This is an optimization exercise on Yosys and OpenROAD, whose aim is small area, a short achievable clock period and few clock cycles per item, not a production implementation.
In this exercise RTL edits were held to simulation tests only and were not proved equivalent to the original.
Power and IR drop assume default switching activity.

==> exp/yarrow <==
// box_filter_top
module box_filter_top
(
  input  logic         clk_i,
  input  logic         rst_i,
  input  box_pkg::stream_word_t video_i,
  output logic         video_ready_o,
  output box_pkg::sum_word_t    sum_o,
  input  logic         sum_ready_i
);
==> flow/config.mk <==
export PLATFORM = sky130hd
export DESIGN_NAME = box_filter_top
export DESIGN_NICKNAME = box_filter_top
export VERILOG_FILES = /design/flow/design.v
export SDC_FILE = /design/flow/constraint.sdc
export NUM_CORES = 4
export LEC_CHECK = 0
export CAP_MARGIN = 20
export CORE_MARGIN = 2
export CORE_UTILIZATION = 40
export CTS_BUF_LIST = sky130_fd_sc_hd__clkbuf_16
export CTS_CLUSTER_DIAMETER = 80
export CTS_CLUSTER_SIZE = 28
export SETUP_SLACK_MARGIN = 2.0
export SLEW_MARGIN = 20
==> flow/constraint.sdc <==
create_clock -name core_clock -period 4.0 [get_ports {clk_i}]
set_input_delay 0.8000 -clock core_clock [delete_from_list [all_inputs] [get_ports {clk_i}]]
set_output_delay 0.8000 -clock core_clock [all_outputs]
set_load 0.01 [all_outputs]
run.sh (not shown) runs the stock make flow with config.mk's settings and CLKGATE_MAP_FILE= SYNTH_SCRIPT=/design/flow/synth_recipe.tcl, a recipe that flattens the netlist after the stock synthesis.
==> exp/pepper (differences from exp/yarrow) <==
--- a/flow/design.v
+++ b/flow/design.v
@@ -39,15 +39,16 @@
 localparam int PW = box_pkg::PX_W;
 localparam int SW = box_pkg::SUM_W;
 localparam int ML = box_pkg::MAX_LINE_LEN;
 localparam int LB = 4;                                   
 localparam int PH = PW - LB;                             
 localparam int VH = PW + 2 - LB;                         
 localparam int WH = PW + 3 - LB;                         
-localparam int ZH = SW - LB;                             
+localparam int ZL = LB + 1;                              
+localparam int ZH = SW - ZL;                             
 logic                   rdy;                             
 logic                   stall_o;                         
 logic                   go;                              
 logic                   a_go;                            
 logic                   x_v;
 logic [PW - 1 : 0]      x_px;
 logic                   x_last;
@@ -72,20 +73,22 @@
 logic [1 : 0]           a_cv;                            
 logic                   a_cw;                            
 logic [VH - 1 : 0]      v_hi;                            
 logic [VH - 1 : 0]      a_vh;
 logic                   a_last;
 logic                   a_win;                           
 logic                   a_first;                         
-logic [LB : 0]          z_lo;                            
+logic [VH - 1 : 0]      va_hn;                           
+logic [WH - 1 : 0]      w_hn;                            
+logic [ZL : 0]          z_lo;                            
 logic                   b_v;
 logic [VH - 1 : 0]      va_h;
 logic [VH - 1 : 0]      vb_h;
 logic [WH - 1 : 0]      w_h;
-logic [LB - 1 : 0]      b_zl;
+logic [ZL - 1 : 0]      b_zl;
 logic                   b_cz;
 logic                   b_last;
 logic                   b_user;
 logic [SW - 1 : 0]      b_sum;                           
 logic                   o_v;
 logic [SW - 1 : 0]      o_sum;
 logic                   o_last;
@@ -134,20 +137,14 @@
         rd_lo = rd_lo | ( mem_lo[i] & {PW{n_oh[i - 1]}} );
       end
     if( x_last )
       begin
         rd_hi = mem_hi[0];
         rd_lo = mem_lo[0];
       end
-    else
-      if( x_user )
-        begin
-          rd_hi = mem_hi[1];
-          rd_lo = mem_lo[1];
-        end
   end
 always_ff @( posedge clk_i )
   if( go )
     begin
       pf_hi <= rd_hi;
       pf_lo <= rd_lo;
     end
@@ -183,37 +180,39 @@
 always_ff @( posedge clk_i )
   if( rdy )
     begin
       a_last  <= x_last;
       a_win   <= row[1] && !( col[0] || col[1] );
       a_first <= ( row == 2'd2 ) && col[2];
     end
-assign z_lo = ( LB + 1 )'( va_l ) + ( LB + 1 )'( w_l );
+assign va_hn = a_vh + VH'( a_cv );
+assign w_hn  = WH'( va_h ) + WH'( vb_h ) + WH'( a_cw );
+assign z_lo  = ( ZL + 1 )'( { va_hn[0], va_l } ) + ( ZL + 1 )'( { w_hn[0], w_l } );
 always_ff @( posedge clk_i, posedge rst_i )
   if( rst_i )
     b_v <= 1'b0;
   else
     if( rdy )
       b_v <= a_v && a_win;
 always_ff @( posedge clk_i )
   if( a_go )
     begin
-      va_h <= a_vh + VH'( a_cv );
+      va_h <= va_hn;
       vb_h <= va_h;
-      w_h  <= WH'( va_h ) + WH'( vb_h ) + WH'( a_cw );
-      b_zl <= z_lo[LB - 1 : 0];
-      b_cz <= z_lo[LB];
+      w_h  <= w_hn;
+      b_zl <= z_lo[ZL - 1 : 0];
+      b_cz <= z_lo[ZL];
     end
 always_ff @( posedge clk_i )
   if( rdy )
     begin
       b_last <= a_last;
       b_user <= a_first;
     end
-assign b_sum = { ZH'( va_h ) + ZH'( w_h ) + ZH'( b_cz ), b_zl };
+assign b_sum = { ZH'( va_h[VH - 1 : 1] ) + ZH'( w_h[WH - 1 : 1] ) + ZH'( b_cz ), b_zl };
 assign o_free = !o_v || sum_ready_i;
 always_ff @( posedge clk_i, posedge rst_i )
   if( rst_i )
     begin
       o_v     <= 1'b0;
       k_v     <= 1'b0;
       stall_o <= 1'b0;
- CORE_UTILIZATION: 40 -> 70
==> exp/onyx (differences from exp/yarrow) <==
==> flow/design.v (replaced) <==
package box_pkg;
  localparam int PX_W         = 8;
  localparam int WIN          = 3;
  localparam int LINE_BUFS    = WIN + 1;                 
  localparam int MAX_LINE_LEN = 16;
  localparam int LINE_ADDR_W  = $clog2( MAX_LINE_LEN );
  localparam int BUF_IDX_W    = $clog2( LINE_BUFS );
  localparam int SUM_W        = PX_W + 4;                
  typedef logic [PX_W - 1 : 0] px_t;
  typedef struct packed {
    px_t  tdata;
    logic tvalid;
    logic tlast;                                         
    logic tuser;                                         
  } stream_word_t;
  typedef struct packed {
    px_t [WIN - 1 : 0][WIN - 1 : 0] px;
    logic                           tvalid;
    logic                           tlast;
    logic                           tuser;
  } window_t;
  typedef struct packed {
    logic [SUM_W - 1 : 0] tdata;
    logic                 tvalid;
    logic                 tlast;
    logic                 tuser;
  } sum_word_t;
endpackage
`timescale 1ns/1ps
module box_filter_top
(
  input  logic         clk_i,
  input  logic         rst_i,
  input  box_pkg::stream_word_t video_i,
  output logic         video_ready_o,
  output box_pkg::sum_word_t    sum_o,
  input  logic         sum_ready_i
);
localparam int PW = box_pkg::PX_W;
localparam int SW = box_pkg::SUM_W;
localparam int ML = box_pkg::MAX_LINE_LEN;
localparam int VW = PW + 2;                              
logic                   rdy;                             
logic                   stall_o;                         
logic                   go;                              
logic                   x_v;
logic [PW - 1 : 0]      x_px;
logic                   x_last;
logic                   x_user;
logic [ML - 1 : 0]      n_oh;                            
logic [1 : 0]           n_row;                           
logic [1 : 0]           row;
logic [ML - 1 : 0]      col;                             
logic [ML - 1 : 0]      col_nx;                          
logic [ML - 1 : 0][PW - 1 : 0] mem_hi;
logic [ML - 1 : 0][PW - 1 : 0] mem_lo;
logic [PW - 1 : 0]      rd_hi;
logic [PW - 1 : 0]      rd_lo;
logic [PW - 1 : 0]      pf_hi;                           
logic [PW - 1 : 0]      pf_lo;
logic                   y_v;
logic [PW - 1 : 0]      y_px;
logic [PW : 0]          y_hl;
logic                   y_last;
logic                   y_win;                           
logic                   y_first;                         
logic [VW - 1 : 0]      va;
logic [VW - 1 : 0]      vb;
logic [VW : 0]          w;
logic                   s_v;
logic                   s_last;
logic                   s_user;
logic                   z_v;
logic [SW - 1 : 0]      z_sum;
logic                   z_last;
logic                   z_user;
logic                   o_v;
logic [SW - 1 : 0]      o_sum;
logic                   o_last;
logic                   o_user;
logic                   k_v;
logic [SW - 1 : 0]      k_sum;
logic                   k_last;
logic                   k_user;
logic                   o_free;
assign rdy           = !k_v;
assign video_ready_o = !stall_o;
assign go            = rdy && x_v;
always_ff @( posedge clk_i, posedge rst_i )
  if( rst_i )
    x_v <= 1'b0;
  else
    if( rdy )
      x_v <= video_i.tvalid;
always_ff @( posedge clk_i )
  if( rdy )
    begin
      x_px   <= video_i.tdata;
      x_last <= video_i.tlast;
      x_user <= video_i.tuser;
    end
assign row    = x_user ? 2'd0 : n_row;
assign col    = x_user ? ML'( 1 ) : n_oh;
assign col_nx = x_last ? ML'( 1 ) : { col[ML - 2 : 0], 1'b0 };
always_ff @( posedge clk_i )
  if( go )
    begin
      n_oh  <= col_nx;
      if( x_last )
        n_row <= ( row == 2'd3 ) ? 2'd3 : row + 1'b1;
      else
        n_row <= row;
    end
always_comb
  begin
    rd_hi = '0;
    rd_lo = '0;
    for( int i = 1; i < ML; i++ )
      begin
        rd_hi = rd_hi | ( mem_hi[i] & {PW{n_oh[i - 1]}} );
        rd_lo = rd_lo | ( mem_lo[i] & {PW{n_oh[i - 1]}} );
      end
    if( x_last )
      begin
        rd_hi = mem_hi[0];
        rd_lo = mem_lo[0];
      end
    else
      if( x_user )
        begin
          rd_hi = mem_hi[1];
          rd_lo = mem_lo[1];
        end
  end
always_ff @( posedge clk_i )
  if( go )
    begin
      pf_hi <= rd_hi;
      pf_lo <= rd_lo;
    end
for( genvar i = 0; i < ML; i++ )
  begin : g_mem
    always_ff @( posedge clk_i )
      if( go && col[i] )
        begin
          mem_hi[i] <= x_px;
          mem_lo[i] <= mem_hi[i];
        end
  end
always_ff @( posedge clk_i, posedge rst_i )
  if( rst_i )
    y_v <= 1'b0;
  else
    if( rdy )
      y_v <= x_v;
always_ff @( posedge clk_i )
  if( rdy )
    begin
      y_px    <= x_px;
      y_hl    <= ( PW + 1 )'( pf_hi ) + ( PW + 1 )'( pf_lo );
      y_last  <= x_last;
      y_win   <= row[1] && !( col[0] || col[1] );
      y_first <= ( row == 2'd2 ) && col[2];
    end
always_ff @( posedge clk_i )
  if( rdy && y_v )
    begin
      va <= VW'( y_px ) + VW'( y_hl );
      vb <= va;
      w  <= ( VW + 1 )'( va ) + ( VW + 1 )'( vb );
    end
always_ff @( posedge clk_i, posedge rst_i )
  if( rst_i )
    s_v <= 1'b0;
  else
    if( rdy )
      s_v <= y_v && y_win;
always_ff @( posedge clk_i )
  if( rdy )
    begin
      s_last <= y_last;
      s_user <= y_first;
    end
always_ff @( posedge clk_i, posedge rst_i )
  if( rst_i )
    z_v <= 1'b0;
  else
    if( rdy )
      z_v <= s_v;
always_ff @( posedge clk_i )
  if( rdy )
    begin
      z_sum  <= SW'( va ) + SW'( w );
      z_last <= s_last;
      z_user <= s_user;
    end
assign o_free = !o_v || sum_ready_i;
always_ff @( posedge clk_i, posedge rst_i )
  if( rst_i )
    begin
      o_v     <= 1'b0;
      k_v     <= 1'b0;
      stall_o <= 1'b0;
    end
  else
    begin
      if( o_free )
        o_v <= k_v || z_v;
      k_v     <= !o_free && ( k_v || z_v );
      stall_o <= !sum_ready_i && ( k_v || ( o_v && z_v ) );
    end
always_ff @( posedge clk_i )
  begin
    if( o_free )
      begin
        o_sum  <= k_v ? k_sum  : z_sum;
        o_last <= k_v ? k_last : z_last;
        o_user <= k_v ? k_user : z_user;
      end
    if( rdy )
      begin
        k_sum  <= z_sum;
        k_last <= z_last;
        k_user <= z_user;
      end
  end
assign sum_o = { o_sum, o_v, o_last, o_user };
endmodule
- CTS_BUF_LIST: sky130_fd_sc_hd__clkbuf_16 -> sky130_fd_sc_hd__clkbuf_8
- CTS_CLUSTER_DIAMETER: 80 -> 50
- CTS_CLUSTER_SIZE: 28 -> 16
==> summary of the runs <==
Via count: exp/yarrow is lower than exp/onyx (7.5%).
In exp/pepper the final cell count is smaller than in exp/yarrow, by about 18%.
Die area: exp/pepper < exp/yarrow < exp/onyx.
In exp/onyx the clock power is larger than in exp/yarrow, by about 27%.
In exp/onyx the sequential power is higher than in exp/yarrow, by about 7.5%.
The highest fmax belongs to exp/yarrow, the lowest to exp/onyx.
First-iteration DRC count: exp/yarrow > exp/onyx > exp/pepper.
Routed wire length: exp/onyx > exp/yarrow > exp/pepper.
The highest synthesized cell count belongs to exp/onyx, the lowest to exp/pepper.
Critical path depth: exp/onyx is higher than exp/pepper (1).
Testbench counts of exp/yarrow, summed over its fixed seeds: cycles 6,626, items 4,512.
Testbench counts of exp/pepper, summed over its fixed seeds: cycles 6,626, items 4,512.
Testbench counts of exp/onyx, summed over its fixed seeds: cycles 6,634, items 4,512.

==> re-timing with driven ports <==
How much do the figures lean on ideal ports? The routed layouts below were timed once more, with nothing changed but the port constraints. Step 1 sets driving cells, clkbuf_16 on the clock port and buf_2 on the other inputs (assumed; they add their load-dependent delay and slew). Step 2, shift: input delay + t, output delay - t, t = (earliest + latest rising clock arrival at the registers) / 2. This alone moves slack from input paths to output paths. a / b / c = ideal / step 1 / step 2; a / b = the first two.
| run | t (ns) | setup WS [ns] | clock arrival spread, ns | slew at the worst register clock pin (ns) | worst data-port slew with drivers (ns) |
|---|---|---|---|---|---|
| exp/yarrow | 0.582 | 1.975 / 1.975 / 1.752 | 0.046 / 0.045 | 0.11 / 0.11 | 0.04 |
| exp/pepper | 0.565 | 1.945 / 1.945 / 1.712 | 0.018 / 0.018 | 0.11 / 0.11 | 0.04 |
| exp/onyx | 0.626 | 1.928 / 1.928 / 1.731 | 0.047 / 0.046 | 0.10 / 0.10 | 0.08 |
After both steps setup and hold are still met in every run listed. For exp/pepper, which loses most, drivers alone change the setup slack by 0.000 ns; drivers and shift together by -0.233 ns.
